From an optimization exercise on the open Yosys and OpenROAD flow, aimed at small area, a short achievable clock period and few clock cycles per item; shortcuts taken in it are not production practice.
At most, simulation tests tie the RTL to the original design; equivalence was not proved.
For run 1, only the layout was checked, not whether the RTL still works.

==> design.v <==
package fp_sincos_pkg;
	typedef logic [31:0] fp32_t;
	typedef logic signed [31:0] fix_t;
	localparam fp32_t QNAN = 32'h7FC0_0000;
	localparam int CORDIC_ITER = 30;
	localparam fix_t CORDIC_X0 = 32'sd652032874;
	localparam logic [31:0] PI_FIX = 32'd3373259426;
	localparam fix_t HALF_PI_FIX = 32'sd1686629713;
	localparam logic [31:0] ATAN0 = 32'd843314857;
endpackage
module fp_sincos (
	input  logic                 clk,
	input  logic                 rst,
	input  logic                 ld_i,
	input  fp_sincos_pkg::fp32_t a_i,
	output fp_sincos_pkg::fp32_t sin_o,
	output fp_sincos_pkg::fp32_t cos_o,
	output logic                 done_o,
	output logic                 busy_o
);
	logic s_prep, s_run, s_pk0, s_pk1, s_pk2, s_pk3;
	logic busy_r, done_r;
	logic [4:0] cnt;
	logic signed [31:0] x_r, y_r, z_r;
	logic sgn_r, half_r, inv_r;
	logic [7:0]  a_exp;
	logic [22:0] a_frac;
	logic        a_e128, a_e127, a_inr, a_bad, a_gt;
	logic [31:0] x_cap;
	logic [4:0]  cnt_cap;
	always_comb begin
		a_exp  = a_i[30:23];
		a_frac = a_i[22:0];
		a_e128 = (a_exp == 8'd128);
		a_e127 = (a_exp == 8'd127);
		a_inr  = (a_exp[7:5] == 3'b011);
		a_bad  = a_exp[7] & (|a_exp[6:0]);
		a_gt   = (a_frac > 23'h490FDA);
		if (a_e128)
			x_cap = {1'b1, a_frac, 8'd0};
		else if (a_inr)
			x_cap = {2'b01, a_frac, 7'd0};
		else
			x_cap = '0;
		cnt_cap = a_exp[7] ? 5'd0 : ~a_exp[4:0];
	end
	logic signed [31:0] x_sh, y_sh;
	logic        rot_pos;
	logic [31:0] x_add, y_add, z_add;
	logic [31:0] ya_op;
	logic        y_sub;
	assign x_sh = x_r >>> cnt;
	assign y_sh = y_r >>> cnt;
	assign rot_pos = ~z_r[31];
	logic [31:0] xa_op;
	logic        x_sub;
	always_comb begin
		xa_op = s_pk0 ? 32'd0 : x_r;
		x_sub = s_pk0 ? y_r[31] : rot_pos;
		if (s_prep) begin
			ya_op = half_r ? (fp_sincos_pkg::PI_FIX - fp_sincos_pkg::ATAN0)
			               : (32'd0 - fp_sincos_pkg::ATAN0);
			y_sub = half_r;
		end else if (s_pk0) begin
			ya_op = 32'd0;
			y_sub = x_r[31];
		end else if (s_pk1) begin
			ya_op = y_r;
			y_sub = 1'b0;
		end else begin
			ya_op = y_r;
			y_sub = ~rot_pos;
		end
	end
	logic [31:0] atan_v;
	always_comb begin
		case (cnt)
			5'd0: atan_v = 32'd843314857;
			5'd1: atan_v = 32'd497837829;
			5'd2: atan_v = 32'd263043837;
			5'd3: atan_v = 32'd133525159;
			5'd4: atan_v = 32'd67021687;
			5'd5: atan_v = 32'd33543516;
			5'd6: atan_v = 32'd16775851;
			5'd7: atan_v = 32'd8388437;
			5'd8: atan_v = 32'd4194283;
			5'd9: atan_v = 32'd2097149;
			5'd10: atan_v = 32'd1048576;
			5'd11: atan_v = 32'd524288;
			5'd12: atan_v = 32'd262144;
			5'd13: atan_v = 32'd131072;
			5'd14: atan_v = 32'd65536;
			5'd15: atan_v = 32'd32768;
			5'd16: atan_v = 32'd16384;
			5'd17: atan_v = 32'd8192;
			5'd18: atan_v = 32'd4096;
			5'd19: atan_v = 32'd2048;
			5'd20: atan_v = 32'd1024;
			5'd21: atan_v = 32'd512;
			5'd22: atan_v = 32'd256;
			5'd23: atan_v = 32'd128;
			5'd24: atan_v = 32'd64;
			5'd25: atan_v = 32'd32;
			5'd26: atan_v = 32'd16;
			5'd27: atan_v = 32'd8;
			5'd28: atan_v = 32'd4;
			5'd29: atan_v = 32'd2;
			default: atan_v = 32'd0;
		endcase
	end
	logic [32:0] x_sum, y_sum, z_sum;
	assign x_sum = {xa_op, x_sub} + {y_sh ^ {32{x_sub}}, x_sub};
	assign y_sum = {ya_op, y_sub} + {x_sh ^ {32{y_sub}}, y_sub};
	assign z_sum = {z_r, rot_pos} + {atan_v ^ {32{rot_pos}}, rot_pos};
	assign x_add = x_sum[32:1];
	assign y_add = y_sum[32:1];
	assign z_add = z_sum[32:1];
	logic [31:0] nm_mag;
	logic [5:0]  nm_lz;
	logic [31:0] nm_sig;
	logic [31:0] nm_out;
	always_comb begin
		nm_mag = s_pk1 ? x_r : y_r;
		nm_lz  = 6'd32;
		for (int i = 0; i < 32; i++)
			if (nm_mag[i])
				nm_lz = 6'(31 - i);
		nm_sig = nm_mag << nm_lz[4:0];
		nm_out = {6'd32 - nm_lz, nm_sig[30:8], nm_sig[7], |nm_sig[6:0], 1'b0};
	end
	logic [31:0] rd_in;
	logic        rd_sign;
	logic [5:0]  rd_p;
	logic [7:0]  rd_exp;
	logic        rd_up;
	logic [30:0] rd_sum;
	logic [31:0] rd_out;
	always_comb begin
		rd_in   = s_pk2 ? z_r : x_r;
		rd_sign = s_pk2 ? sgn_r : half_r;
		rd_p    = rd_in[31:26];
		rd_exp  = rd_p[5] ? 8'd128 : {3'b011, rd_p[4:0]};
		rd_up   = rd_in[2] & (rd_in[1] | rd_in[3]);
		rd_sum  = {rd_exp, rd_in[25:3]} + 31'(rd_up);
		if (inv_r)
			rd_out = fp_sincos_pkg::QNAN;
		else if (rd_p == 6'd0)
			rd_out = {rd_sign, 31'd0};
		else
			rd_out = {rd_sign, rd_sum};
	end
	logic go;
	assign go = ld_i & ~busy_r;
	always_ff @(posedge clk) begin
		if (rst) begin
			s_prep <= 1'b0;
			s_run  <= 1'b0;
			s_pk0  <= 1'b0;
			s_pk3  <= 1'b0;
			s_pk1  <= 1'b0;
			s_pk2  <= 1'b0;
			busy_r <= 1'b0;
			done_r <= 1'b0;
		end else begin
			s_prep <= go;
			s_run  <= s_prep | (s_run & (cnt != 5'd29));
			s_pk0  <= s_run & (cnt == 5'd29);
			s_pk1  <= s_pk0;
			s_pk2  <= s_pk1;
			s_pk3  <= s_pk2;
			done_r <= s_pk3;
			busy_r <= go | (busy_r & ~s_pk3);
		end
	end
	always_ff @(posedge clk) begin
		if (!busy_r) begin
			sgn_r  <= a_i[31];
			inv_r  <= a_bad | (a_e128 & a_gt);
			half_r <= a_e128 | (a_e127 & a_gt);
		end else if (s_pk0) begin
			sgn_r  <= sgn_r ^ y_r[31];
			half_r <= half_r ^ x_r[31];
		end
	end
	always_ff @(posedge clk) begin
		if (!busy_r)
			cnt <= cnt_cap;
		else if (s_prep)
			cnt <= 5'd1;
		else if (s_run)
			cnt <= (cnt == 5'd29) ? 5'd0 : cnt + 5'd1;
		else
			cnt <= 5'd31;
	end
	always_ff @(posedge clk) begin
		if (!busy_r)
			x_r <= x_cap;
		else if (s_prep)
			x_r <= fp_sincos_pkg::CORDIC_X0;
		else if (s_pk2)
			x_r <= nm_out;
		else if (s_pk3)
			x_r <= rd_out;
		else
			x_r <= x_add;
	end
	always_ff @(posedge clk) begin
		if (s_prep)
			y_r <= fp_sincos_pkg::CORDIC_X0;
		else
			y_r <= y_add;
	end
	always_ff @(posedge clk) begin
		if (s_prep)
			z_r <= y_add;
		else if (s_pk1)
			z_r <= nm_out;
		else if (s_pk2)
			z_r <= rd_out;
		else
			z_r <= z_add;
	end
	assign cos_o  = x_r;
	assign sin_o  = z_r;
	assign done_o = done_r;
	assign busy_o = busy_r;
endmodule
==> run.sh <==
#!/bin/bash
# synth_recipe.tcl (not shown) runs the flow's synth.tcl, then flattens the netlist and writes it again
# the make line also repeats each setting of config.mk as NAME=value (left out here)
make -C /OpenROAD-flow-scripts/flow DESIGN_CONFIG=/design/flow/config.mk WORK_HOME=/design/flow/orfs CLKGATE_MAP_FILE= SYNTH_SCRIPT=/design/flow/synth_recipe.tcl finish
==> config.mk <==
export PLATFORM = sky130hd
export DESIGN_NAME = fp_sincos
export DESIGN_NICKNAME = fp_sincos
export VERILOG_FILES = /design/flow/design.v
export SDC_FILE = /design/flow/constraint.sdc
export NUM_CORES = 4
export LEC_CHECK = 0
export CAP_MARGIN = 20
export CORE_MARGIN = 2
export CORE_UTILIZATION = 40
export SETUP_SLACK_MARGIN = 4
export SLEW_MARGIN = 20
==> constraint.sdc <==
create_clock -name core_clock -period 8.5 [get_ports {clk}]
set_input_delay 1.7000 -clock core_clock [delete_from_list [all_inputs] [get_ports {clk}]]
set_output_delay 1.7000 -clock core_clock [all_outputs]
set_load 0.01 [all_outputs]
==> results of run 1 <==
-- placed cells by master (no fill, tap or decap), drive strengths merged, types with 13 or more instances in the layout --
| master | n |
|---|---|
| o31ai | 16 |
| mux4 | 55 |
| nor2 | 240 |
| nor4 | 34 |
| buf | 151 |
| inv | 57 |
| o21a | 34 |
| dfxtp | 139 |
| nand3b | 14 |
| nand4 | 13 |
| clkbuf | 20 |
| nand2 | 237 |
| ha | 104 |
| o22ai | 44 |
| a221oi | 29 |
| o211ai | 38 |
| mux2i | 117 |
| o21ai | 163 |
| xor2 | 69 |
| a211oi | 70 |
| and3 | 17 |
| or2 | 28 |
| and2 | 30 |
| or3 | 20 |
| a21oi | 192 |
| a31oi | 38 |
| a21o | 81 |
| nand3 | 67 |
| mux2 | 72 |
| nand2b | 31 |
| nor2b | 55 |
| nor3 | 87 |
| clkdlybuf4s50 | 100 |
| xnor2 | 133 |
| nor3b | 24 |
-- sequential cells by signal, indices dropped and copies added (netlist names) --
signal / flops
z_r: 32
s_pk2: 1
x_r: 32
sgn_r: 1
s_prep: 1
s_pk0: 1
half_r: 1
done_r: 1
s_pk1: 1
s_run: 1
inv_r: 1
cnt: 5
busy_r: 1
y_r: 32
s_pk3: 1
atan_v: 30
-- layout make-up --
type | instances | share of cell area (%)
Timing Repair Buffer | 257 | 10.49
Sequential cell | 142 | 11.63
Multi-Input combinational cell | 2337 | 71.08
Clock buffer | 18 | 1.801
Tap cell | 680 | 3.403
Clock inverter | 14 | 0.6555
Antenna cell | 7 | 0.07006
Inverter | 51 | 0.8607
-- worst register-to-register path, delay by kind of cell, from the launching register on --
kind	cells	cell delay [ns]
flip-flops	1	0.42
buffers and inverters	4	0.76
multiplexers	1	0.30
AO/OA/AOI/OAI	11	2.04
adder cells (fa/ha/maj)	1	0.35
AND/OR/NAND/NOR	4	0.51
XOR/XNOR	2	0.36
-- per-layer routing --
| metal | global-route usage, % | wire length (um) | vias up |
|---|---|---|---|
| met2 | 54.48 | 43230 | 1655 |
| li1 | - | - | 10380 |
| met5 | 0 | 38 | - |
| met1 | 48.96 | 41450 | 11570 |
| met4 | 25.22 | 8663 | 6 |
| met3 | 11.48 | 12550 | 442 |
-- worst paths after layout --
kind	slack, ns	from	endpoint
max reg2reg	3.67	cnt[1]$_DFF_P_	x_r[24]$_DFF_P_
min	0.55	s_run$_SDFF_PP0_	s_pk0$_SDFF_PP0_
min reg2reg	0.55	s_run$_SDFF_PP0_	s_pk0$_SDFF_PP0_
max	3.67	cnt[1]$_DFF_P_	x_r[24]$_DFF_P_
-- timing repair --
action | CTS | global route
cloned | 7 | 2
resized for setup | 134 | 144
endpoints found under the setup margin | 91 | 85
pin swaps | 53 | 60
buffers inserted | 58 | 32
-- cells by family after synthesis --
group / Yosys count
AOI/OAI and AO/OA: 866
muxes: 244
adders and majority gates: 104
and+or+nand+nor: 921
xor gates and xnor gates: 202
buffers and inverters: 254
DFF: 142
-- through the flow --
step / hold slack [ns] / util [%]
global route: 0.5960 / 48.71
global placement: 0.5287 / 43.27
finish: 0.5547 / 48.74
floorplan: 0.5190 / -
CTS: 0.5479 / 46.91
detailed placement: 0.5311 / 43.27
==> key figures, run 1 <==
Status
  • Outcome: finished clean

Clocking
  • CTS clk-pin slew, worst paths: 0.07 ns
  • Hold_buf cts: 0
  • Clock insertion delay at the later pin of the skew report: about 0.49 ns
  • H-tree Lvls: 4
  • CTS tree: built
  • Clk sink count: between 100 and 150
  • Longest Clk Path Bufs: 2
  • Clk root buf: clkbuf_16
  • Number of buffers created by CTS: 17

Cells and area
  • Seq. cell area: 2909 um2
  • Layout cells sized above 1: approximately a fifth
  • FILL cells: 5013
  • Net count, final: just under 3000
  • Area grow syn2layout: 20.57%
  • Multi-input logic area: about 18000 um2
  • Final std cells w/o fill: 3506
  • Final instance area: 25000 um2

STA
  • Worst setup margin: ~3.7 ns
  • Min cycle time layout: 4.831 ns
  • Fin crit share: about 57%
  • Setup violators final: 0
  • Worst Skew: ~0.019 ns
  • Final Hold Fails: 0
  • Final Max Tran Viols: 0
  • Setup TNS Final: 0 ns
  • Slew headroom: a little under a quarter
  • Fmax: just over 200 MHz
  • Unrepaired setup endpoints after global routing: yes
  • Worst slew pin tran: 1.156 ns

Synth
  • Largest family of logic cells by synthesized area: compound AO/OA/AOI/OAI gates
  • Cell taking the most area after synthesis: dfxtp_1
  • Mapped cell area: approximately 21000 um2
  • Syn Nets: about 2900
  • Top-count cell post-synth: nor2_1
  • Yosys top cell area share: 13.42%
  • Multiplexer area fraction after synthesis: between 15 and 20%
  • Synth Area in Compound Gates: 28.40%
  • Synth area leaders: dfxtp_1, ha_1, mux4_2
  • Asr flop ratio synth: 0%
  • Post-synthesis simple-gate area fraction: between 20% and 30%
  • Synth Area in Adders: between 6 and 7%
  • #FFs+latches synth: 142
  • Syn Area/Cell: 7.588 um2
  • Ys Warns: 1
  • Cells after Synth: 2733
  • Synth Flop Type: dfxtp_1
  • Post-Synth XOR/XNOR Area: around 8.5%
  • Seq/Total Area, Yosys: between 10 and 15%
  • Distinct cells, synth: ~110
  • Synth top cells by count: nor2_1, nand2_1, a21oi_1
  • EDFF count, synth: 3

Worst hold path
  • Worst hold path class: reg2reg
  • Hold depth: 2

Floorplan
  • Core Box Area: a little over 50000 um2
  • Die height: about 230 um
  • Cell row count: 83
  • Ports: about 100
  • Initial cell density of the core: ~40%
  • Die area: between 50000 and 60000 um2
  • Die width: ~230 um

Placed design
  • Hpwl dp: between 70000 and 80000 um
  • DP Area: approximately 22000 um2
  • Dpl cells: 3368
  • Post-Place Worst Slack: ~2.8 ns
  • I/O Buffers: 100
  • Gp weighted congestion: ~1.1

Route
  • Initial DRC count: 3705
  • DR WL/cell: 30.21 um
  • Routed Antenna Nets: 0
  • Via count: 24050
  • Vias per cell: a little under 7
  • Routed wire length: 105900 um
  • Drt first pass iters: 8
  • # DRC: 0

Critical path
  • CP max FO: 28
  • Slowest stage delay, CP: ~0.44 ns
  • Nature of the critical path endpoint: flop
  • Worst setup SP type: flop
  • CP required: 8.90 ns
  • Crit path DAT: 5.23 ns
  • Path depth of the worst reg2reg path: 23
  • Delay-heaviest family, CP: compound AO/OA/AOI/OAI gates
  • WP depth: 23
  • Buf/Inv on CP: 4
  • CP max-delay cell: a2111oi_4
  • Critical path class: reg2reg
  • Cell Chain, Critical Path: buf_12, clkinv_8, a211oi_1, a21oi_1, mux2_2, nand2_1, o21ai_0, nand2_1, o21a_1, xnor2_1, ha_1, and2_4, a22oi_2, o211ai_1, a32oi_2, a2111oi_4, buf_4, a2111oi_4, buf_4, o31ai_4, xor2_1, nand2_2, o211ai_1

Global route
  • Congestion Overflow GR: 0
  • Largest net degree at the start of global routing: slightly below 80
  • Initial antenna violation count: 9
  • Number of global-route vias before repair: 22240
  • Global Route Usage Sum: between 30% and 40%
  • First-pass GRT wire length: roughly 150000 um

Flow run
  • Max_cap viols: 0
==> run 2, diff against run 1 <==
--- a/design.v
+++ b/design.v
@@ -49,8 +49,6 @@
 	logic [31:0] x_add, y_add, z_add;
 	logic [31:0] ya_op;
 	logic        y_sub;
-	assign x_sh = x_r >>> cnt;
-	assign y_sh = y_r >>> cnt;
 	assign rot_pos = ~z_r[31];
 	logic [31:0] xa_op;
 	logic        x_sub;
@@ -109,8 +107,13 @@
 		endcase
 	end
 	logic [32:0] x_sum, y_sum, z_sum;
-	assign x_sum = {xa_op, x_sub} + {y_sh ^ {32{x_sub}}, x_sub};
-	assign y_sum = {ya_op, y_sub} + {x_sh ^ {32{y_sub}}, y_sub};
+	logic signed [31:0] x_m, y_m;
+	assign y_m  = y_r ^ {32{x_sub}};
+	assign x_m  = x_r ^ {32{y_sub}};
+	assign y_sh = y_m >>> cnt;
+	assign x_sh = x_m >>> cnt;
+	assign x_sum = {xa_op, x_sub} + {y_sh, x_sub};
+	assign y_sum = {ya_op, y_sub} + {x_sh, y_sub};
 	assign z_sum = {z_r, rot_pos} + {atan_v ^ {32{rot_pos}}, rot_pos};
 	assign x_add = x_sum[32:1];
 	assign y_add = y_sum[32:1];
==> key figures, run 2 <==
Status
  • Outcome: finished clean

Synth
  • Asr flop ratio synth: 0%
  • Syn Nets: between 2000 and 3000
  • Seq/Total Area, Yosys: ~14%
  • Syn Area/Cell: roughly 7.5 um2
  • Cell taking the most area after synthesis: dfxtp_1
  • EDFF count, synth: 3
  • Cells after Synth: 2651
  • Ys Warns: 1
  • Mapped cell area: a little under 20000 um2
  • Yosys top cell area share: around 14%
  • Synth Flop Type: dfxtp_1
  • Synth area leaders: dfxtp_1, ha_1, a21oi_1
  • Synth top cells by count: nand2_1, nor2_1, a21oi_1
  • Top-count cell post-synth: nand2_1
  • Distinct cells, synth: between 100 and 150
  • #FFs+latches synth: between 100 and 150

Global route
  • Global Route Usage Sum: about two fifths
  • Initial antenna violation count: 1
  • Congestion Overflow GR: 0
  • Number of global-route vias before repair: about 21000
  • First-pass GRT wire length: about 150000 um
  • Largest net degree at the start of global routing: 70

Placed design
  • DP Area: approximately 21000 um2
  • Post-Place Worst Slack: roughly 2.2 ns
  • Dpl cells: approximately 3300
  • Hpwl dp: between 70000 and 80000 um
  • Gp weighted congestion: ~1.0
  • I/O Buffers: 100

Critical path
  • Worst setup SP type: flop
  • Crit path DAT: between 5 and 6 ns
  • CP required: 8.84 ns
  • CP max FO: 11
  • Nature of the critical path endpoint: flop
  • Critical path class: reg2reg

Route
  • # DRC: 0
  • DR WL/cell: 30.28 um
  • Routed Antenna Nets: 0
  • Via count: 23180
  • Routed wire length: slightly above 100000 um
  • Vias per cell: 6.802
  • Initial DRC count: about 2900
  • Drt first pass iters: 7

Clocking
  • Number of buffers created by CTS: 17
  • Clock insertion delay at the later pin of the skew report: between 0.4 and 0.5 ns
  • Clk sink count: ~140
  • Longest Clk Path Bufs: 2
  • CTS tree: built
  • H-tree Lvls: 4
  • Hold_buf cts: 0
  • CTS clk-pin slew, worst paths: 0.07 ns
  • Clk root buf: clkbuf_16

Floorplan
  • Die width: 226.9 um
  • Initial cell density of the core: between 40% and 50%
  • Ports: a little over 100
  • Cell row count: slightly above 80
  • Die height: ~230 um
  • Core Box Area: between 40000 and 50000 um2
  • Die area: between 50000 and 60000 um2

Cells and area
  • Layout cells sized above 1: between 20 and 25%
  • Final instance area: between 20000 and 25000 um2
  • Most frequent cells in the layout: nand2_1, nor2_1, a21oi_1, o21ai_0, dfxtp_1
  • Commonest non-fill, non-tap cell in the layout: nand2_1
  • Layout Utilization: about half
  • Area grow syn2layout: 22.35%
  • Net count, final: 2867
  • Top Registers: x_r (32), y_r (32), z_r (32)
  • Final std cells w/o fill: 3407

STA
  • Fin crit share: 54.96%
  • Slew headroom: 26.85%
  • Final Max Tran Viols: 0
  • Worst setup margin: 3.828 ns
  • Fmax: 214.0 MHz
  • Final Hold Fails: 0
  • Unrepaired setup endpoints after global routing: yes
  • Worst hold slack: approximately 0.55 ns
  • Min cycle time layout: between 4 and 5 ns
  • Worst Skew: around 0.022 ns
  • Worst slew pin tran: roughly 1.1 ns
  • Setup violators final: 0
  • Setup TNS Final: 0 ns

Worst hold path
  • Worst hold path class: reg2reg

Flow run
  • Max_cap viols: 0
## run 2: changes by cell type in the layout (fill, tap and decap cells not counted), sizes merged, moves of 11 or more
cell,before,now
o21ai,163,185
xor2,69,83
buf,151,140
and3,17,29
xnor2,133,117
inv,57,46
o22ai,44,29
nor4,34,21
a21o,81,69
a21oi,192,217
mux2,72,26
a21boi,11,22
## run 2: worst paths after layout
path                    startpoint          endpoint  slack [ns]  cells past startpoint
setup / recovery   x_r[31]$_DFF_P_   z_r[26]$_DFF_P_        3.83                     18
hold / removal    s_run$_SDFF_PP0_  s_pk0$_SDFF_PP0_        0.55                      2
setup reg to reg   x_r[31]$_DFF_P_   z_r[26]$_DFF_P_        3.83                     18
hold reg to reg   s_run$_SDFF_PP0_  s_pk0$_SDFF_PP0_        0.55                      2
## run 2: critical path: stages, from the launching register on
cell       delay (ns)
dfxtp_4          0.51
nand2_1          0.25
a31o_4           0.36
buf_6            0.16
xor2_1           0.17
o21ai_2          0.19
mux2i_2          0.13
mux4_2           0.53
ha_4             0.28
a2111oi_4        0.44
o2111ai_2        0.17
a31oi_2          0.27
o41ai_4          0.16
buf_4            0.18
a41oi_2          0.20
o21ai_1          0.10
xor2_1           0.18
nor2_2           0.15
o22ai_1          0.10
## run 2: layout make-up
| class | count | area, um2 |
|---|---|---|
| flip-flops and latches | 142 | 2925 |
| repair inverters | 1 | 7.507 |
| clock inverters | 13 | 95.09 |
| inverters | 46 | 198.9 |
| multi-input cells | 2273 | 17300 |
| clock buffers | 19 | 475.5 |
| diodes | 4 | 10.01 |
| well taps | 664 | 830.8 |
| fillers | 4845 | 24640 |
| repair buffers | 245 | 2467 |
## run 2: cells by family (layout without fill, tap and decap cells)
group	after synthesis	in the layout	share of synthesized area, %
AOI/OAI and AO/OA	889	890	30.56
xor gates and xnor gates	200	200	8.816
adders and majority gates	106	106	6.751
buffers and inverters	239	324	5.151
DFF	142	142	14.46
muxes	179	179	12.12
other	0	4	0
and+or+nand+nor	896	898	22.15
## run 2: repair_timing
action | CTS | global route
pin swaps | 47 | 73
cloned | 9 | 1
resized for setup | 183 | 153
buffers inserted | 62 | 30
endpoints found under the setup margin | 111 | 82
## run 2: per-layer routing
metal | share of wire [%] | routed length [um] | vias to the layer above | track usage, %
met3 | 12 | 12610 | 350 | 9.797
li1 | - | - | 10060 | -
met4 | 7.7 | 7920 | 0 | 25.57
met1 | 39 | 40230 | 11150 | 51.38
met2 | 41 | 42400 | 1618 | 56.01
met5 | 0 | 0 | - | 0
Testbench counts of run 2, summed over its fixed seeds: cycles 17,920, items 512.
==> run 3, diff against run 2 <==
--- a/design.v
+++ b/design.v
@@ -44,14 +44,10 @@
 			x_cap = '0;
 		cnt_cap = a_exp[7] ? 5'd0 : ~a_exp[4:0];
 	end
-	logic signed [31:0] x_sh, y_sh;
 	logic        rot_pos;
-	logic [31:0] x_add, y_add, z_add;
-	logic [31:0] ya_op;
-	logic        y_sub;
+	logic [31:0] xa_op, ya_op;
+	logic        x_sub, y_sub;
 	assign rot_pos = ~z_r[31];
-	logic [31:0] xa_op;
-	logic        x_sub;
 	always_comb begin
 		xa_op = s_pk0 ? 32'd0 : x_r;
 		x_sub = s_pk0 ? y_r[31] : rot_pos;
@@ -62,12 +58,9 @@
 		end else if (s_pk0) begin
 			ya_op = 32'd0;
 			y_sub = x_r[31];
-		end else if (s_pk1) begin
-			ya_op = y_r;
-			y_sub = 1'b0;
 		end else begin
 			ya_op = y_r;
-			y_sub = ~rot_pos;
+			y_sub = ~rot_pos & s_run;
 		end
 	end
 	logic [31:0] atan_v;
@@ -106,48 +99,63 @@
 			default: atan_v = 32'd0;
 		endcase
 	end
-	logic [32:0] x_sum, y_sum, z_sum;
-	logic signed [31:0] x_m, y_m;
+	logic signed [31:0] x_m, y_m, x_sh, y_sh;
 	assign y_m  = y_r ^ {32{x_sub}};
 	assign x_m  = x_r ^ {32{y_sub}};
 	assign y_sh = y_m >>> cnt;
 	assign x_sh = x_m >>> cnt;
+	logic [32:0] x_sum, y_sum, z_sum;
+	logic [31:0] x_add, y_add, z_add;
 	assign x_sum = {xa_op, x_sub} + {y_sh, x_sub};
 	assign y_sum = {ya_op, y_sub} + {x_sh, y_sub};
 	assign z_sum = {z_r, rot_pos} + {atan_v ^ {32{rot_pos}}, rot_pos};
 	assign x_add = x_sum[32:1];
 	assign y_add = y_sum[32:1];
 	assign z_add = z_sum[32:1];
-	logic [31:0] nm_mag;
-	logic [5:0]  nm_lz;
-	logic [31:0] nm_sig;
+	logic [31:0] x_add_rev, y_rev;
+	always_comb begin
+		x_add_rev[31] = 1'b0;
+		y_rev[31]     = 1'b0;
+		for (int i = 0; i < 31; i++) begin
+			x_add_rev[i] = x_add[30 - i];
+			y_rev[i]     = y_r[30 - i];
+		end
+	end
+	logic [31:0] lz_w;
+	logic [4:0]  lz_raw;
+	logic        lz_pow2;
+	logic [4:0]  lz_y;
+	always_comb begin
+		lz_w   = y_r ^ {32{y_r[31]}};
+		lz_raw = 5'd31;
+		for (int i = 0; i < 31; i++)
+			if (lz_w[i])
+				lz_raw = 5'(30 - i);
+		lz_pow2 = y_r[31] & ~(|(lz_w[31:1] & ~lz_w[30:0]));
+		lz_y    = lz_raw - 5'(lz_pow2);
+	end
+	logic [22:0] nm_frac;
 	logic [31:0] nm_out;
 	always_comb begin
-		nm_mag = s_pk1 ? x_r : y_r;
-		nm_lz  = 6'd32;
-		for (int i = 0; i < 32; i++)
-			if (nm_mag[i])
-				nm_lz = 6'(31 - i);
-		nm_sig = nm_mag << nm_lz[4:0];
-		nm_out = {6'd32 - nm_lz, nm_sig[30:8], nm_sig[7], |nm_sig[6:0], 1'b0};
+		for (int t = 0; t < 23; t++)
+			nm_frac[t] = x_sh[23 - t];
+		nm_out = {2'b00, ~cnt, nm_frac, x_sh[24], |x_sh[30:25]};
 	end
 	logic [31:0] rd_in;
 	logic        rd_sign;
-	logic [5:0]  rd_p;
-	logic [7:0]  rd_exp;
+	logic [4:0]  rd_p;
 	logic        rd_up;
 	logic [30:0] rd_sum;
 	logic [31:0] rd_out;
 	always_comb begin
 		rd_in   = s_pk2 ? z_r : x_r;
 		rd_sign = s_pk2 ? sgn_r : half_r;
-		rd_p    = rd_in[31:26];
-		rd_exp  = rd_p[5] ? 8'd128 : {3'b011, rd_p[4:0]};
-		rd_up   = rd_in[2] & (rd_in[1] | rd_in[3]);
-		rd_sum  = {rd_exp, rd_in[25:3]} + 31'(rd_up);
+		rd_p    = rd_in[29:25];
+		rd_up   = rd_in[1] & (rd_in[0] | rd_in[2]);
+		rd_sum  = {3'b011, rd_p, rd_in[24:2]} + 31'(rd_up);
 		if (inv_r)
 			rd_out = fp_sincos_pkg::QNAN;
-		else if (rd_p == 6'd0)
+		else if (rd_p == 5'd0)
 			rd_out = {rd_sign, 31'd0};
 		else
 			rd_out = {rd_sign, rd_sum};
@@ -159,9 +167,9 @@
 			s_prep <= 1'b0;
 			s_run  <= 1'b0;
 			s_pk0  <= 1'b0;
-			s_pk3  <= 1'b0;
 			s_pk1  <= 1'b0;
 			s_pk2  <= 1'b0;
+			s_pk3  <= 1'b0;
 			busy_r <= 1'b0;
 			done_r <= 1'b0;
 		end else begin
@@ -192,6 +200,8 @@
 			cnt <= 5'd1;
 		else if (s_run)
 			cnt <= (cnt == 5'd29) ? 5'd0 : cnt + 5'd1;
+		else if (s_pk0 | s_pk1)
+			cnt <= lz_y;
 		else
 			cnt <= 5'd31;
 	end
@@ -200,6 +210,10 @@
 			x_r <= x_cap;
 		else if (s_prep)
 			x_r <= fp_sincos_pkg::CORDIC_X0;
+		else if (s_pk0)
+			x_r <= x_add_rev;
+		else if (s_pk1)
+			x_r <= y_rev;
 		else if (s_pk2)
 			x_r <= nm_out;
 		else if (s_pk3)
==> key figures, run 3 <==
Cells and area
  • Commonest non-fill, non-tap cell in the layout: nor2_1
  • Top Registers: x_r (32), y_r (32), z_r (32)
  • FILL cells: between 4000 and 5000
  • Net count, final: between 2000 and 3000
  • Area grow syn2layout: 32.76%
  • Layout cells sized above 1: about a quarter
  • Most frequent cells in the layout: nor2_1, nand2_1, buf_4, a21oi_1, o21ai_0
  • Seq. cell area: roughly 3000 um2
  • Multi-input logic area: between 15000 and 20000 um2

Clocking
  • CTS tree: built
  • Number of buffers created by CTS: 17
  • Clk sink count: 142
  • Clk root buf: clkbuf_16
  • Hold_buf cts: 0
  • Clock insertion delay at the later pin of the skew report: ~0.49 ns
  • Longest Clk Path Bufs: 2
  • H-tree Lvls: 4
  • CTS clk-pin slew, worst paths: roughly 0.07 ns

Route
  • DR WL/cell: 31.38 um
  • Vias per cell: 6.727
  • Via count: about 22000
  • Routed wire length: 102400 um
  • Drt first pass iters: 8
  • Initial DRC count: between 2000 and 3000
  • Routed Antenna Nets: 0
  • # DRC: 0

Synth
  • Ys Warns: 1
  • EDFF count, synth: 3
  • Asr flop ratio synth: 0%
  • Cell taking the most area after synthesis: dfxtp_1
  • Synth area leaders: dfxtp_1, ha_1, xnor2_1
  • Synth Flop Type: dfxtp_1
  • Cells after Synth: between 2000 and 2500
  • Synth top cells by count: nor2_1, nand2_1, a21oi_1
  • #FFs+latches synth: 142
  • Distinct cells, synth: between 80 and 90
  • Top-count cell post-synth: nor2_1
  • Syn Nets: 2640
  • Seq/Total Area, Yosys: 15.43%
  • Mapped cell area: 18610 um2
  • Yosys top cell area share: between 10% and 20%
  • Syn Area/Cell: around 7.5 um2

STA
  • Min cycle time layout: a little under 5 ns
  • Final Hold Fails: 0
  • Fmax: around 210 MHz
  • Worst Skew: ~0.019 ns
  • Setup TNS Final: 0 ns
  • Fin crit share: a little under three fifths
  • Worst setup margin: between 3 and 4 ns
  • Final Max Tran Viols: 0
  • Slew headroom: between 30% and 40%
  • Worst slew pin tran: 1.040 ns
  • Setup violators final: 0
  • Unrepaired setup endpoints after global routing: yes

Floorplan
  • Die area: between 40000 and 50000 um2
  • Die width: between 200 and 250 um
  • Initial cell density of the core: between 40% and 50%
  • Core Box Area: 46260 um2
  • Die height: roughly 220 um
  • Cell row count: 79
  • Ports: 101

Critical path
  • Nature of the critical path endpoint: flop
  • R2R Setup Slk: 3.68 ns
  • CP max-delay cell: mux4_2
  • CP required: ~8.8 ns
  • Slowest stage delay, CP: just under 0.6 ns
  • Critical path class: reg2reg
  • Worst setup SP type: flop
  • RR Endpoint: z_r[16]$_DFF_P_
  • CP max FO: 8
  • Crit path DAT: 5.16 ns
  • Worst r2r src: cnt[0]$_DFF_P_
  • Cell Chain, Critical Path: buf_12, buf_12, mux4_2, mux2i_4, xor2_2, inv_1, mux4_2, ha_4, and3_4, o211ai_1, buf_4, a31oi_4, buf_6, buf_6, nor2_4, or2_4, a21boi_4, a31oi_4, xor2_2, a211oi_1
  • Path depth of the worst reg2reg path: 20

Placed design
  • Post-Place Worst Slack: between 2 and 2.5 ns
  • I/O Buffers: 100
  • Hpwl dp: 73600 um
  • Gp weighted congestion: around 1.1

Global route
  • First-pass GRT wire length: roughly 140000 um
  • Congestion Overflow GR: 0
  • Initial antenna violation count: 2
  • Number of global-route vias before repair: approximately 20000
  • Largest net degree at the start of global routing: 68
  • Global Route Usage Sum: between 40% and 50%

Worst hold path
  • Hold EP: y_r[0]$_SDFF_PP0_
  • Worst hold path class: reg2reg
  • Hold wc startpoint: s_prep$_SDFF_PP0_
  • Hold depth: 2

Flow run
  • Max_cap viols: 0

Status
  • Outcome: finished clean
-- run 3: how the worst max path moves through the flow --
stage / start / end / slack [ns] / cells after the start
after floorplan: cnt[0]$_DFF_P_ / x_r[29]$_DFF_P_ / 4.01 / 20
after global placement: cnt[0]$_DFF_P_ / z_r[30]$_DFF_P_ / 2.16 / 16
after detailed placement: cnt[0]$_DFF_P_ / z_r[30]$_DFF_P_ / 2.27 / 18
after CTS: cnt[0]$_DFF_P_ / z_r[28]$_DFF_P_ / 3.81 / 17
after global routing: cnt[0]$_DFF_P_ / z_r[31]$_DFF_P_ / 3.65 / 22
final: cnt[0]$_DFF_P_ / z_r[16]$_DFF_P_ / 3.68 / 20
-- run 3: final cells by class --
type                    instances  area share (%)
repair buffers                309           12.55
clock inverters                15          0.6684
clock buffers                  17           1.722
flip-flops and latches        142           11.87
inverters                      71           1.170
multi-input cells            2101           68.91
well taps                     607           3.073
diodes                          1         0.01013
repair inverters                1         0.03038
-- run 3: worst max-delay path, delay by kind of cell, from the launching register on --
kind / cells / cell delay, ns
AOI/OAI and AO/OA: 5 / 0.85
xor gates and xnor gates: 2 / 0.49
adders and majority gates: 1 / 0.34
buffers and inverters: 6 / 0.75
DFF: 1 / 0.38
muxes: 3 / 1.41
and+or+nand+nor: 3 / 0.46
-- run 3: kinds of logic (layout without fill, tap and decap cells) --
logic type | count (synthesis) | after routing | share of synthesized area (%)
multiplexers | 166 | 166 | 11.86
AND/OR/NAND/NOR | 780 | 780 | 19.72
AO/OA/AOI/OAI | 829 | 830 | 29.67
other | 0 | 1 | 0
XOR/XNOR | 217 | 217 | 10.21
adder cells (fa/ha/maj) | 108 | 108 | 7.341
flip-flops | 142 | 142 | 15.43
buffers and inverters | 255 | 413 | 5.768
-- run 3: layer usage --
metal  vias to the layer above  wire length [um]  GRT usage [%]
li1                       9528                 -              -
met1                     10630             39370          52.00
met2                      1420             43800          61.70
met3                       372             10830          9.993
met4                         4              8399          26.96
met5                         -                27              0
-- run 3: through the flow --
| step | std cells | utilization [%] | hold WS, ns | instance area, um2 |
|---|---|---|---|---|
| 2_1_floorplan | 2497 | - | 0.5805 | 18700 |
| 3_3_place_gp | 3070 | 43.24 | 0.7058 | 20000 |
| 3_5_place_dp | 3070 | 43.24 | 0.7283 | 20000 |
| 4_1_cts | 3178 | 49.12 | 0.6513 | 22720 |
| 5_1_grt | 3263 | 53.41 | 0.6682 | 24710 |
| 6_report | 3264 | 53.42 | 0.6561 | 24710 |
-- run 3: repair_timing --
action	in CTS	in global routing
gates resized for setup	284	256
gates cloned	9	4
pin swaps	45	155
setup buffers	67	80
setup endpoints to repair	121	91
Testbench counts of run 3, summed over its fixed seeds: cycles 17,920, items 512.
==> run 4, diff against run 3 <==
--- a/design.v
+++ b/design.v
@@ -18,7 +18,7 @@
 	output logic                 done_o,
 	output logic                 busy_o
 );
-	logic s_prep, s_run, s_pk0, s_pk1, s_pk2, s_pk3;
+	logic s_prep, s_run, s_pk0, s_pk1, s_pk2;
 	logic busy_r, done_r;
 	logic [4:0] cnt;
 	logic signed [31:0] x_r, y_r, z_r;
@@ -108,7 +108,9 @@
 	logic [31:0] x_add, y_add, z_add;
 	assign x_sum = {xa_op, x_sub} + {y_sh, x_sub};
 	assign y_sum = {ya_op, y_sub} + {x_sh, y_sub};
-	assign z_sum = {z_r, rot_pos} + {atan_v ^ {32{rot_pos}}, rot_pos};
+	logic [31:0] z_op;
+	assign z_op  = atan_v & {32{~s_pk2}};
+	assign z_sum = {z_r, rot_pos} + {z_op ^ {32{rot_pos}}, rot_pos};
 	assign x_add = x_sum[32:1];
 	assign y_add = y_sum[32:1];
 	assign z_add = z_sum[32:1];
@@ -134,31 +136,25 @@
 		lz_pow2 = y_r[31] & ~(|(lz_w[31:1] & ~lz_w[30:0]));
 		lz_y    = lz_raw - 5'(lz_pow2);
 	end
-	logic [22:0] nm_frac;
-	logic [31:0] nm_out;
+	logic [22:0] pk_frac;
+	logic [4:0]  pk_p;
+	logic        pk_sign;
+	logic        pk_up;
+	logic [30:0] pk_sum;
+	logic [31:0] pk_out;
 	always_comb begin
 		for (int t = 0; t < 23; t++)
-			nm_frac[t] = x_sh[23 - t];
-		nm_out = {2'b00, ~cnt, nm_frac, x_sh[24], |x_sh[30:25]};
-	end
-	logic [31:0] rd_in;
-	logic        rd_sign;
-	logic [4:0]  rd_p;
-	logic        rd_up;
-	logic [30:0] rd_sum;
-	logic [31:0] rd_out;
-	always_comb begin
-		rd_in   = s_pk2 ? z_r : x_r;
-		rd_sign = s_pk2 ? sgn_r : half_r;
-		rd_p    = rd_in[29:25];
-		rd_up   = rd_in[1] & (rd_in[0] | rd_in[2]);
-		rd_sum  = {3'b011, rd_p, rd_in[24:2]} + 31'(rd_up);
+			pk_frac[t] = x_sh[23 - t];
+		pk_p    = ~cnt;
+		pk_sign = s_pk1 ? sgn_r : half_r;
+		pk_up   = x_sh[24] & ((|x_sh[30:25]) | pk_frac[0]);
+		pk_sum  = {3'b011, pk_p, pk_frac} + 31'(pk_up);
 		if (inv_r)
-			rd_out = fp_sincos_pkg::QNAN;
-		else if (rd_p == 5'd0)
-			rd_out = {rd_sign, 31'd0};
-		else
-			rd_out = {rd_sign, rd_sum};
+			pk_out = fp_sincos_pkg::QNAN;
+		else if (pk_p == 5'd0)
+			pk_out = {pk_sign, 31'd0};
+		else
+			pk_out = {pk_sign, pk_sum};
 	end
 	logic go;
 	assign go = ld_i & ~busy_r;
@@ -169,7 +165,6 @@
 			s_pk0  <= 1'b0;
 			s_pk1  <= 1'b0;
 			s_pk2  <= 1'b0;
-			s_pk3  <= 1'b0;
 			busy_r <= 1'b0;
 			done_r <= 1'b0;
 		end else begin
@@ -178,9 +173,8 @@
 			s_pk0  <= s_run & (cnt == 5'd29);
 			s_pk1  <= s_pk0;
 			s_pk2  <= s_pk1;
-			s_pk3  <= s_pk2;
-			done_r <= s_pk3;
-			busy_r <= go | (busy_r & ~s_pk3);
+			done_r <= s_pk2;
+			busy_r <= go | (busy_r & ~s_pk2);
 		end
 	end
 	always_ff @(posedge clk) begin
@@ -215,9 +209,7 @@
 		else if (s_pk1)
 			x_r <= y_rev;
 		else if (s_pk2)
-			x_r <= nm_out;
-		else if (s_pk3)
-			x_r <= rd_out;
+			x_r <= pk_out;
 		else
 			x_r <= x_add;
 	end
@@ -231,9 +223,7 @@
 		if (s_prep)
 			z_r <= y_add;
 		else if (s_pk1)
-			z_r <= nm_out;
-		else if (s_pk2)
-			z_r <= rd_out;
+			z_r <= pk_out;
 		else
 			z_r <= z_add;
 	end
==> key figures, run 4 <==
Status
  • Outcome: finished clean

STA
  • Setup violators final: 0
  • Fmax: a little over 200 MHz
  • Setup TNS Final: 0 ns
  • Min cycle time layout: about 5 ns
  • Fin crit share: a little under three fifths
  • Unrepaired setup endpoints after global routing: yes
  • Worst hold slack: around 0.61 ns
  • Slew headroom: between 20% and 30%
  • Final Hold Fails: 0
  • Worst Skew: 0.01551 ns
  • Worst slew pin tran: around 1.1 ns
  • Final Max Tran Viols: 0

Placed design
  • Gp weighted congestion: 1.037
  • I/O Buffers: 100
  • Dpl cells: about 3000
  • Hpwl dp: about 66000 um

Worst hold path
  • Hold wc startpoint: s_prep$_SDFF_PP0_
  • Hold depth: 2
  • Hold EP: s_run$_SDFF_PP0_
  • Worst hold path class: reg2reg

Synth
  • Synth Area in Adders: under 10%
  • Largest family of logic cells by synthesized area: compound AO/OA/AOI/OAI gates
  • Ys Warns: 1
  • #FFs+latches synth: approximately 140
  • Multiplexer area fraction after synthesis: a little over an eighth
  • Post-synthesis simple-gate area fraction: 21.75%
  • Seq/Total Area, Yosys: ~15%
  • Mapped cell area: roughly 18000 um2
  • Asr flop ratio synth: 0%
  • Synth top cells by count: nand2_1, nor2_1, a21oi_1
  • Post-Synth XOR/XNOR Area: between 10% and 20%
  • Top-count cell post-synth: nand2_1
  • Cell taking the most area after synthesis: dfxtp_1
  • Syn Nets: 2574
  • EDFF count, synth: 3
  • Synth area leaders: dfxtp_1, ha_1, mux4_2
  • Synth Flop Type: dfxtp_1
  • Distinct cells, synth: approximately 100
  • Synth Area in Compound Gates: between 20% and 30%
  • Syn Area/Cell: ~7.6 um2
  • Yosys top cell area share: between 10 and 15%
  • Cells after Synth: roughly 2400

Cells and area
  • Seq. cell area: 2943 um2
  • Layout Utilization: 53.51%
  • Multi-input logic area: between 15000 and 20000 um2
  • Layout cells sized above 1: 26.21%
  • Net count, final: 2739
  • Area grow syn2layout: 31.71%
  • Top Registers: x_r (32), y_r (32), z_r (32)
  • Commonest non-fill, non-tap cell in the layout: nand2_1
  • Final std cells w/o fill: approximately 3200
  • Most frequent cells in the layout: nand2_1, nor2_1, buf_4, a21oi_1, xnor2_1
  • FILL cells: ~4300

Clocking
  • Number of buffers created by CTS: 17
  • Longest Clk Path Bufs: 2
  • Clk sink count: 141
  • H-tree Lvls: 4
  • CTS clk-pin slew, worst paths: around 0.08 ns
  • Clk root buf: clkbuf_16
  • Hold_buf cts: 0
  • Clock insertion delay at the later pin of the skew report: around 0.47 ns
  • CTS tree: built

Route
  • Initial DRC count: between 2000 and 3000
  • Drt first pass iters: 6
  • DR WL/cell: about 29 um
  • Routed wire length: approximately 94000 um
  • Routed Antenna Nets: 0
  • Via count: around 22000
  • Vias per cell: 6.727
  • # DRC: 0

Global route
  • First-pass GRT wire length: around 140000 um
  • Initial antenna violation count: 1
  • Congestion Overflow GR: 0
  • Global Route Usage Sum: about two fifths
  • Number of global-route vias before repair: 20310
  • Largest net degree at the start of global routing: 81

Floorplan
  • Cell row count: between 70 and 80
  • Core Box Area: ~45000 um2
  • Ports: roughly 100
  • Initial cell density of the core: roughly two fifths
  • Die area: 47920 um2
  • Die width: about 220 um
  • Die height: ~220 um

Critical path
  • RR Endpoint: x_r[28]$_DFF_P_
  • Worst setup SP type: flop
  • Nature of the critical path endpoint: flop
  • Worst r2r src: cnt[3]$_DFF_P_
  • CP required: 8.87 ns
  • CP max FO: 34
  • Critical path class: reg2reg
  • Path depth of the worst reg2reg path: 16
  • R2R Setup Slk: roughly 3.6 ns
  • Crit path DAT: between 5 and 6 ns

Flow run
  • Max_cap viols: 0
==> run 4: critical path, stage by stage, from the launching register on <==
cell and delay (ns):
dfxtp_4 0.65, buf_4 0.55, nor2_2 0.21, o21ai_0 0.51, a21oi_2 0.18, ha_4 0.30
a21oi_2 0.11, o21ai_1 0.08, a221o_1 0.38, a41oi_4 0.25, o31ai_4 0.10, o31a_1 0.29
a41o_1 0.23, xor2_2 0.17, o31ai_1 0.28, a31oi_1 0.12, a221o_1 0.32
==> run 4: how the worst max path moves through the flow <==
stage                         from                 end  slack (ns)  cells after the start
global placement    cnt[0]$_DFF_P_  y_r[31]$_SDFF_PP0_        2.12                     17
finish              cnt[3]$_DFF_P_     x_r[28]$_DFF_P_        3.61                     16
CTS                 cnt[0]$_DFF_P_     x_r[28]$_DFF_P_        3.74                     18
floorplan           cnt[0]$_DFF_P_     x_r[28]$_DFF_P_        3.82                     23
detailed placement  cnt[0]$_DFF_P_  y_r[31]$_SDFF_PP0_        2.22                     17
global route        cnt[0]$_DFF_P_     x_r[28]$_DFF_P_        3.57                     22
==> run 4: final cells by class <==
type,instances,share of cell area [%]
timing repair inverter,2,0.06170
inverter,63,1.177
multi-input combinational,2041,67.64
antenna,2,0.02057
sequential,141,12.09
tap,600,3.085
clock inverter,12,0.5759
clock buffer,19,1.779
timing repair buffer,328,13.56
==> run 4: what timing repair did <==
action | 4_1_cts | 5_1_grt
gates cloned | 10 | 5
gates resized for setup | 284 | 175
setup endpoints to repair | 120 | 92
buffers inserted | 103 | 70
pin swaps | 82 | 116
==> run 4: logic make-up after synthesis <==
group,after synthesis
xor+xnor,207
compound gates,730
mux,163
fa+ha+maj,110
simple gates,831
flops,141
buf+inv,247
==> run 4: stage by stage <==
step | area (um2) | setup slack, ns
6_report | 24330 | 3.614
5_1_grt | 24330 | 3.567
4_1_cts | 22870 | 3.739
3_5_place_dp | 19900 | 2.215
3_3_place_gp | 19900 | 2.121
2_1_floorplan | 18700 | 3.819
==> run 4: metal layers <==
metal  track usage [%]  vias to the layer above  share of wire [%]
met4             26.28                        0                8.4
met1             47.94                    10320                 38
met2             58.07                     1567                 42
met5                 0                        -                  0
li1                  -                     9285                  -
met3             9.078                      410                 11
Testbench counts of run 4, summed over its fixed seeds: cycles 17,408, items 512.
==> run 5, diff against run 4 <==
--- a/design.v
+++ b/design.v
@@ -7,6 +7,7 @@
 	localparam logic [31:0] PI_FIX = 32'd3373259426;
 	localparam fix_t HALF_PI_FIX = 32'sd1686629713;
 	localparam logic [31:0] ATAN0 = 32'd843314857;
+	localparam logic [31:0] ATAN1 = 32'd497837829;
 endpackage
 module fp_sincos (
 	input  logic                 clk,
@@ -22,10 +23,10 @@
 	logic busy_r, done_r;
 	logic [4:0] cnt;
 	logic signed [31:0] x_r, y_r, z_r;
-	logic sgn_r, half_r, inv_r;
+	logic sgn_r, half_r, inv_r, r1_r;
 	logic [7:0]  a_exp;
 	logic [22:0] a_frac;
-	logic        a_e128, a_e127, a_inr, a_bad, a_gt;
+	logic        a_e128, a_e127, a_inr, a_bad, a_gt, a_half, a_r1;
 	logic [31:0] x_cap;
 	logic [4:0]  cnt_cap;
 	always_comb begin
@@ -36,6 +37,8 @@
 		a_inr  = (a_exp[7:5] == 3'b011);
 		a_bad  = a_exp[7] & (|a_exp[6:0]);
 		a_gt   = (a_frac > 23'h490FDA);
+		a_half = a_e128 | (a_e127 & a_gt);
+		a_r1   = a_half ? (a_i[30:0] < 31'h4016CBE4) : (a_i[30:0] >= 31'h3F490FDB);
 		if (a_e128)
 			x_cap = {1'b1, a_frac, 8'd0};
 		else if (a_inr)
@@ -52,8 +55,12 @@
 		xa_op = s_pk0 ? 32'd0 : x_r;
 		x_sub = s_pk0 ? y_r[31] : rot_pos;
 		if (s_prep) begin
-			ya_op = half_r ? (fp_sincos_pkg::PI_FIX - fp_sincos_pkg::ATAN0)
-			               : (32'd0 - fp_sincos_pkg::ATAN0);
+			case ({half_r, r1_r})
+				2'b00: ya_op = 32'd0 - fp_sincos_pkg::ATAN0 + fp_sincos_pkg::ATAN1;
+				2'b01: ya_op = 32'd0 - fp_sincos_pkg::ATAN0 - fp_sincos_pkg::ATAN1;
+				2'b10: ya_op = fp_sincos_pkg::PI_FIX - fp_sincos_pkg::ATAN0 + fp_sincos_pkg::ATAN1;
+				default: ya_op = fp_sincos_pkg::PI_FIX - fp_sincos_pkg::ATAN0 - fp_sincos_pkg::ATAN1;
+			endcase
 			y_sub = half_r;
 		end else if (s_pk0) begin
 			ya_op = 32'd0;
@@ -181,7 +188,8 @@
 		if (!busy_r) begin
 			sgn_r  <= a_i[31];
 			inv_r  <= a_bad | (a_e128 & a_gt);
-			half_r <= a_e128 | (a_e127 & a_gt);
+			half_r <= a_half;
+			r1_r   <= a_r1;
 		end else if (s_pk0) begin
 			sgn_r  <= sgn_r ^ y_r[31];
 			half_r <= half_r ^ x_r[31];
@@ -191,7 +199,7 @@
 		if (!busy_r)
 			cnt <= cnt_cap;
 		else if (s_prep)
-			cnt <= 5'd1;
+			cnt <= 5'd2;
 		else if (s_run)
 			cnt <= (cnt == 5'd29) ? 5'd0 : cnt + 5'd1;
 		else if (s_pk0 | s_pk1)
@@ -203,7 +211,7 @@
 		if (!busy_r)
 			x_r <= x_cap;
 		else if (s_prep)
-			x_r <= fp_sincos_pkg::CORDIC_X0;
+			x_r <= r1_r ? 32'd326016437 : 32'd978049311;
 		else if (s_pk0)
 			x_r <= x_add_rev;
 		else if (s_pk1)
@@ -215,7 +223,7 @@
 	end
 	always_ff @(posedge clk) begin
 		if (s_prep)
-			y_r <= fp_sincos_pkg::CORDIC_X0;
+			y_r <= r1_r ? 32'd978049311 : 32'd326016437;
 		else
 			y_r <= y_add;
 	end
==> key figures, run 5 <==
Status
  • Outcome: finished clean

Route
  • DR WL/cell: between 20 and 30 um
  • Initial DRC count: slightly below 3000
  • Drt first pass iters: 7
  • Vias per cell: about 6.7
  • # DRC: 0
  • Routed wire length: around 95000 um
  • Routed Antenna Nets: 0
  • Via count: 21450

Worst hold path
  • Hold wc startpoint: s_run$_SDFF_PP0_
  • Worst hold path class: reg2reg
  • Hold EP: s_pk0$_SDFF_PP0_
  • Hold depth: 1

Cells and area
  • Layout cells sized above 1: between 20% and 30%
  • FILL cells: around 4300
  • Commonest non-fill, non-tap cell in the layout: nand2_1
  • Area grow syn2layout: 31.53%
  • Final instance area: approximately 24000 um2
  • Final std cells w/o fill: roughly 3200
  • Net count, final: between 2000 and 3000
  • Ant. Diodes: 0
  • Top Registers: x_r (32), y_r (32), z_r (32)
  • Most frequent cells in the layout: nand2_1, nor2_1, a21oi_1, buf_4, dfxtp_1

STA
  • Fin crit share: 59.86%
  • Unrepaired setup endpoints after global routing: yes
  • Slew headroom: between 30% and 40%
  • Fmax: roughly 200 MHz
  • Worst slew pin tran: about 0.97 ns
  • Final Hold Fails: 0
  • Worst hold slack: around 0.60 ns
  • Final Max Tran Viols: 0
  • Setup violators final: 0
  • Min cycle time layout: 5.088 ns
  • Worst Skew: around 0.018 ns
  • Setup TNS Final: 0 ns

Synth
  • Mapped cell area: approximately 19000 um2
  • Synth area leaders: dfxtp_1, ha_1, xnor2_1
  • Seq/Total Area, Yosys: ~16%
  • Top-count cell post-synth: nand2_1
  • #FFs+latches synth: between 100 and 150
  • Asr flop ratio synth: 0%
  • Synth Flop Type: dfxtp_1
  • Cells after Synth: 2460
  • Cell taking the most area after synthesis: dfxtp_1
  • Ys Warns: 1
  • Syn Nets: 2609
  • Yosys top cell area share: 14.87%
  • Synth top cells by count: nand2_1, nor2_1, a21oi_1
  • Syn Area/Cell: 7.553 um2
  • EDFF count, synth: 4
  • Distinct cells, synth: between 100 and 150

Placed design
  • Dpl cells: 3022
  • I/O Buffers: 100
  • Gp weighted congestion: around 1.0
  • DP Area: 20080 um2
  • Hpwl dp: a little under 70000 um

Critical path
  • Critical path class: reg2reg
  • CP required: just under 9 ns
  • Worst setup SP type: flop
  • Crit path DAT: around 5.4 ns
  • Worst r2r src: cnt[2]$_DFF_P_
  • Path depth of the worst reg2reg path: 19
  • Nature of the critical path endpoint: flop
  • Buf/Inv on CP: 2
  • CP max-delay cell: mux4_2
  • RR Endpoint: z_r[31]$_DFF_P_
  • R2R Setup Slk: roughly 3.4 ns
  • Delay-heaviest family, CP: compound AO/OA/AOI/OAI gates
  • Cell Chain, Critical Path: buf_12, buf_12, mux2i_2, mux4_2, a22o_1, or3_4, and2_4, ha_4, a21o_1, a2111o_1, a211oi_4, o21ai_1, a31o_2, a31o_4, a221o_1, a21o_1, a211oi_2, xor2_1, a21oi_1
  • Slowest stage delay, CP: about 0.56 ns
  • CP max FO: 7

Clocking
  • Clock insertion delay at the later pin of the skew report: roughly 0.46 ns
  • CTS tree: built
  • H-tree Lvls: 4
  • Clk root buf: clkbuf_16
  • Longest Clk Path Bufs: 2
  • Number of buffers created by CTS: 17
  • Clk sink count: about 140
  • Hold_buf cts: 0
  • CTS clk-pin slew, worst paths: 0.08 ns

Floorplan
  • Die height: 219.5 um
  • Die width: between 200 and 250 um
  • Die area: roughly 48000 um2
  • Ports: around 100
  • Core Box Area: roughly 46000 um2
  • Initial cell density of the core: about two fifths
  • Cell row count: 78

Global route
  • Congestion Overflow GR: 0
  • First-pass GRT wire length: 133900 um
  • Largest net degree at the start of global routing: 73
  • Global Route Usage Sum: 37.91%
  • Initial antenna violation count: 3
  • Number of global-route vias before repair: between 15000 and 20000

Flow run
  • Max_cap viols: 0
run 5: layout make-up:
| type | count | area, um2 | share of cell area, % |
|---|---|---|---|
| flip-flops and latches | 142 | 2957 | 12.10 |
| clock buffers | 18 | 450.4 | 1.843 |
| well taps | 600 | 750.7 | 3.072 |
| clock inverters | 14 | 155.1 | 0.6349 |
| inverters | 67 | 286.5 | 1.172 |
| repair buffers | 286 | 2978 | 12.19 |
| multi-input cells | 2071 | 16860 | 68.99 |
run 5: cells by family after synthesis:
group                    Yosys count  synth area share, %
flip-flops                       142                15.52
buffers and inverters            249                5.845
AND/OR/NAND/NOR                  804                21.20
AO/OA/AOI/OAI                    806                29.27
multiplexers                     150                11.10
XOR/XNOR                         195                9.313
adder cells (fa/ha/maj)          114                7.758
run 5: how the worst max path moves through the flow:
stage	from	end	slack [ns]	depth (start not counted)
CTS	cnt[2]$_DFF_P_	z_r[31]$_DFF_P_	3.47	18
floorplan	cnt[0]$_DFF_P_	z_r[31]$_DFF_P_	3.81	20
global placement	s_pk0$_SDFF_PP0_	x_r[30]$_DFF_P_	2.35	20
finish	cnt[2]$_DFF_P_	z_r[31]$_DFF_P_	3.41	19
global route	cnt[2]$_DFF_P_	z_r[31]$_DFF_P_	3.28	20
detailed placement	s_pk0$_SDFF_PP0_	x_r[31]$_DFF_P_	2.30	20
run 5: metrics by stage:
step           setup slack (ns)  util [%]
2_1_floorplan             3.811         -
3_3_place_gp              2.355     44.03
3_5_place_dp              2.296     44.07
4_1_cts                   3.473     49.37
5_1_grt                   3.278     53.62
6_report                  3.412     53.62
run 5: what timing repair did:
item,in CTS,in global routing
gates resized for setup,209,278
endpoints found under the setup margin,120,95
gates cloned,9,6
pin swaps,59,123
buffers inserted,68,60
run 5: layer usage:
metal / share of wire, % / track usage (%) / up-vias / wire length, um
met3: 9.4 / 6.667 / 319 / 8970
met1: 40 / 48.92 / 10360 / 37700
met5: 0.039 / 0 / - / 37
met4: 7.1 / 22.16 / 2 / 6768
met2: 44 / 59.34 / 1378 / 41880
li1: - / - / 9390 / -
Testbench counts of run 5, summed over its fixed seeds: cycles 16,896, items 512.
==> run 6, diff against run 5 <==
--- a/design.v
+++ b/design.v
@@ -22,6 +22,7 @@
 	logic s_prep, s_run, s_pk0, s_pk1, s_pk2;
 	logic busy_r, done_r;
 	logic [4:0] cnt;
+	logic [4:0] cnt_y;
 	logic signed [31:0] x_r, y_r, z_r;
 	logic sgn_r, half_r, inv_r, r1_r;
 	logic [7:0]  a_exp;
@@ -72,7 +73,7 @@
 	end
 	logic [31:0] atan_v;
 	always_comb begin
-		case (cnt)
+		case (cnt_y)
 			5'd0: atan_v = 32'd843314857;
 			5'd1: atan_v = 32'd497837829;
 			5'd2: atan_v = 32'd263043837;
@@ -109,7 +110,7 @@
 	logic signed [31:0] x_m, y_m, x_sh, y_sh;
 	assign y_m  = y_r ^ {32{x_sub}};
 	assign x_m  = x_r ^ {32{y_sub}};
-	assign y_sh = y_m >>> cnt;
+	assign y_sh = y_m >>> cnt_y;
 	assign x_sh = x_m >>> cnt;
 	logic [32:0] x_sum, y_sum, z_sum;
 	logic [31:0] x_add, y_add, z_add;
@@ -208,6 +209,14 @@
 			cnt <= 5'd31;
 	end
 	always_ff @(posedge clk) begin
+		if (s_prep)
+			cnt_y <= 5'd2;
+		else if (s_run)
+			cnt_y <= (cnt_y == 5'd29) ? 5'd0 : cnt_y + 5'd1;
+		else
+			cnt_y <= 5'd31;
+	end
+	always_ff @(posedge clk) begin
 		if (!busy_r)
 			x_r <= x_cap;
 		else if (s_prep)
==> key figures, run 6 <==
Synth
  • Top-count cell post-synth: nor2_1
  • Multiplexer area fraction after synthesis: a little under an eighth
  • Synth area leaders: dfxtp_1, ha_1, xnor2_1
  • Syn Nets: 2656
  • Cells after Synth: ~2500
  • Cell taking the most area after synthesis: dfxtp_1
  • EDFF count, synth: 4
  • Yosys top cell area share: between 10% and 20%
  • Syn Area/Cell: between 7 and 8 um2
  • Distinct cells, synth: 98
  • Post-synthesis simple-gate area fraction: between 20% and 30%
  • Asr flop ratio synth: 0%
  • Seq/Total Area, Yosys: a little over an eighth
  • Synth Flop Type: dfxtp_1
  • Largest family of logic cells by synthesized area: compound AO/OA/AOI/OAI gates
  • Synth Area in Compound Gates: between 30 and 40%
  • Ys Warns: 1
  • Synth top cells by count: nor2_1, nand2_1, a21oi_1
  • Mapped cell area: 18210 um2
  • Synth Area in Adders: under 10%
  • #FFs+latches synth: around 120

STA
  • Slew headroom: a little under a fifth
  • Setup TNS Final: 0 ns
  • Worst slew pin tran: roughly 1.2 ns
  • Fmax: between 200 and 250 MHz
  • Min cycle time layout: 4.946 ns
  • Final Hold Fails: 0
  • Worst Skew: between 0.015 and 0.02 ns
  • Setup violators final: 0
  • Unrepaired setup endpoints after global routing: yes
  • Fin crit share: about three fifths
  • Final Max Tran Viols: 0

Route
  • Routed Antenna Nets: 0
  • # DRC: 0
  • Initial DRC count: around 2800
  • Via count: 22200
  • Vias per cell: about 6.7
  • DR WL/cell: between 20 and 30 um
  • Routed wire length: 94410 um
  • Drt first pass iters: 6

Floorplan
  • Die width: around 220 um
  • Cell row count: 78
  • Core Box Area: about 45000 um2
  • Die height: approximately 220 um
  • Die area: 47240 um2
  • Ports: about 100
  • Initial cell density of the core: roughly two fifths

Clocking
  • H-tree Lvls: 4
  • Clk sink count: between 100 and 150
  • Number of buffers created by CTS: 17
  • CTS tree: built
  • Clk root buf: clkbuf_16
  • CTS clk-pin slew, worst paths: 0.08 ns
  • Clock insertion delay at the later pin of the skew report: 0.46 ns
  • Hold_buf cts: 0
  • Longest Clk Path Bufs: 2

Global route
  • Global Route Usage Sum: 38.03%
  • Largest net degree at the start of global routing: 64
  • First-pass GRT wire length: 134100 um
  • Congestion Overflow GR: 0
  • Initial antenna violation count: 5
  • Number of global-route vias before repair: about 20000

Worst hold path
  • Worst hold path class: reg2reg
  • Hold EP: busy_r$_SDFF_PP0_
  • Hold wc startpoint: busy_r$_SDFF_PP0_
  • Hold depth: 3

Critical path
  • CP max FO: 6
  • R2R Setup Slk: approximately 3.6 ns
  • Nature of the critical path endpoint: flop
  • Critical path class: reg2reg
  • CP required: about 9 ns
  • RR Endpoint: x_r[31]$_DFF_P_
  • CP dominant cell by count: buf_6
  • Slowest stage delay, CP: ~0.4 ns
  • Cell Chain, Critical Path: buf_6, buf_6, nor2b_4, nor2_4, buf_6, buf_4, xnor2_1, a21oi_1, a211oi_2, a31oi_1, mux2i_2, ha_4, nor2b_4, o2111ai_4, a21boi_4, o311ai_4, a2111oi_4, buf_4, o41ai_4, o21ai_2, a21o_1, a21oi_2, xnor2_2, o41ai_1
  • Worst r2r src: s_pk0$_SDFF_PP0_
  • CP max-delay cell: dfxtp_4
  • Worst setup SP type: flop
  • Crit path DAT: around 5.3 ns
  • Path depth of the worst reg2reg path: 24

Cells and area
  • Final instance area: between 20000 and 25000 um2
  • Most frequent cells in the layout: nor2_1, nand2_1, buf_4, a21oi_1, o21ai_0
  • Seq. cell area: between 2000 and 2500 um2
  • Net count, final: 2851
  • Final std cells w/o fill: ~3300
  • FILL cells: between 4000 and 5000
  • Multi-input logic area: around 17000 um2
  • Top Registers: x_r (32), y_r (32), z_r (32)
  • Area grow syn2layout: 36.31%
  • Layout Utilization: about 55%
  • Commonest non-fill, non-tap cell in the layout: nor2_1
  • Layout cells sized above 1: a little over a quarter

Placed design
  • I/O Buffers: 100
  • Hpwl dp: around 68000 um
  • DP Area: around 20000 um2
  • Gp weighted congestion: roughly 1
  • Dpl cells: about 3000

Status
  • Outcome: finished clean
## run 6: cell types whose count changed after synthesis, moves of 17 or more
cell	delta
a21oi_1	+28
dfxtp_1	-25
nand2_1	+17
nand3_1	-19
nor2_1	+33
nor2b_1	-18
o21ai_0	+58
## run 6: cells by family after synthesis
logic type                 Yosys count
DFF                                117
AOI/OAI and AO/OA                  862
adders and majority gates          116
xor gates and xnor gates           207
and+or+nand+nor                    795
buffers and inverters              265
muxes                              143
## run 6: area by class of cell
| cell class | count | area share (%) |
|---|---|---|
| repair inverters | 2 | 0.04033 |
| repair buffers | 352 | 14.21 |
| inverters | 85 | 1.422 |
| clock buffers | 17 | 1.714 |
| well taps | 600 | 3.025 |
| clock inverters | 15 | 0.7764 |
| flip-flops and latches | 117 | 9.881 |
| multi-input cells | 2125 | 68.91 |
| diodes | 2 | 0.02017 |
## run 6: worst max-delay path, delay by kind of cell, from the launching register on
kind	cells	cell delay (ns)
xor gates and xnor gates	2	0.22
DFF	1	0.40
buffers and inverters	5	0.65
muxes	1	0.34
AOI/OAI and AO/OA	12	2.48
and+or+nand+nor	3	0.43
adders and majority gates	1	0.27
## run 6: through the flow
step | setup WS (ns) | hold WS (ns)
after floorplan | 3.902 | 0.6008
after global placement | 2.317 | 0.6711
after detailed placement | 2.280 | 0.6749
after CTS | 3.694 | 0.6754
after global routing | 3.462 | 0.7469
final | 3.554 | 0.7325
## run 6: worst max path at each step
stage	from	endpoint	slack, ns	depth (start not counted)
3_5_place_dp	z_r[31]$_DFF_P_	z_r[31]$_DFF_P_	2.28	20
2_1_floorplan	cnt_y[0]$_SDFF_PP0_	z_r[24]$_DFF_P_	3.90	23
4_1_cts	cnt[0]$_DFF_P_	z_r[31]$_DFF_P_	3.69	19
6_report	s_pk0$_SDFF_PP0_	x_r[31]$_DFF_P_	3.55	24
3_3_place_gp	z_r[31]$_DFF_P_	z_r[30]$_DFF_P_	2.32	18
5_1_grt	s_pk0$_SDFF_PP0_	x_r[31]$_DFF_P_	3.46	24
## run 6: routing by layer
layer  track usage (%)  wire [um]
met1             50.73      37970
met2             58.29      41350
met3             7.841       9736
met4             18.61       5304
met5                 0         41
## run 6: repair_timing
item / in CTS / in global routing
cloned: 13 / 3
resized for setup: 319 / 214
pin swaps: 101 / 165
setup endpoints to repair: 92 / 59
buffers inserted: 126 / 71
Testbench counts of run 6, summed over its fixed seeds: cycles 16,896, items 512.

port drivers added, routing unchanged:
No port has a modelled driver above. Below, the same layouts with a new extraction and two added sets of constraints.
Step 1, drivers: a clkbuf_16 drives clk and a buf_2 each remaining input, both assumed.
Step 2 moves the port delays by t, midway between the first and last clock arrival at a register: inputs arrive t later, outputs are due t later. That takes back most of the time a late clock gives input paths.
a / b / c = ideal ports / drivers / drivers and shift; a / b = the first two.
| run | t (ns) | slack for setup (ns) | clock arrival spread, ns | slew at the worst register clock pin (ns) | cell pins on the clock port's net |
|---|---|---|---|---|---|
| run 1 | 0.544 | 3.669 / 3.669 / 3.669 | 0.019 / 0.019 | 0.08 / 0.08 | 1 |
| run 2 | 0.527 | 3.828 / 3.828 / 3.828 | 0.022 / 0.022 | 0.08 / 0.08 | 1 |
| run 3 | 0.532 | 3.682 / 3.682 / 3.682 | 0.020 / 0.019 | 0.08 / 0.08 | 1 |
| run 4 | 0.526 | 3.614 / 3.614 / 3.614 | 0.016 / 0.016 | 0.08 / 0.08 | 1 |
| run 5 | 0.516 | 3.412 / 3.412 / 3.412 | 0.018 / 0.018 | 0.08 / 0.08 | 1 |
| run 6 | 0.500 | 3.554 / 3.554 / 3.554 | 0.019 / 0.020 | 0.08 / 0.08 | 1 |
After both steps setup and hold are still met in every run listed.
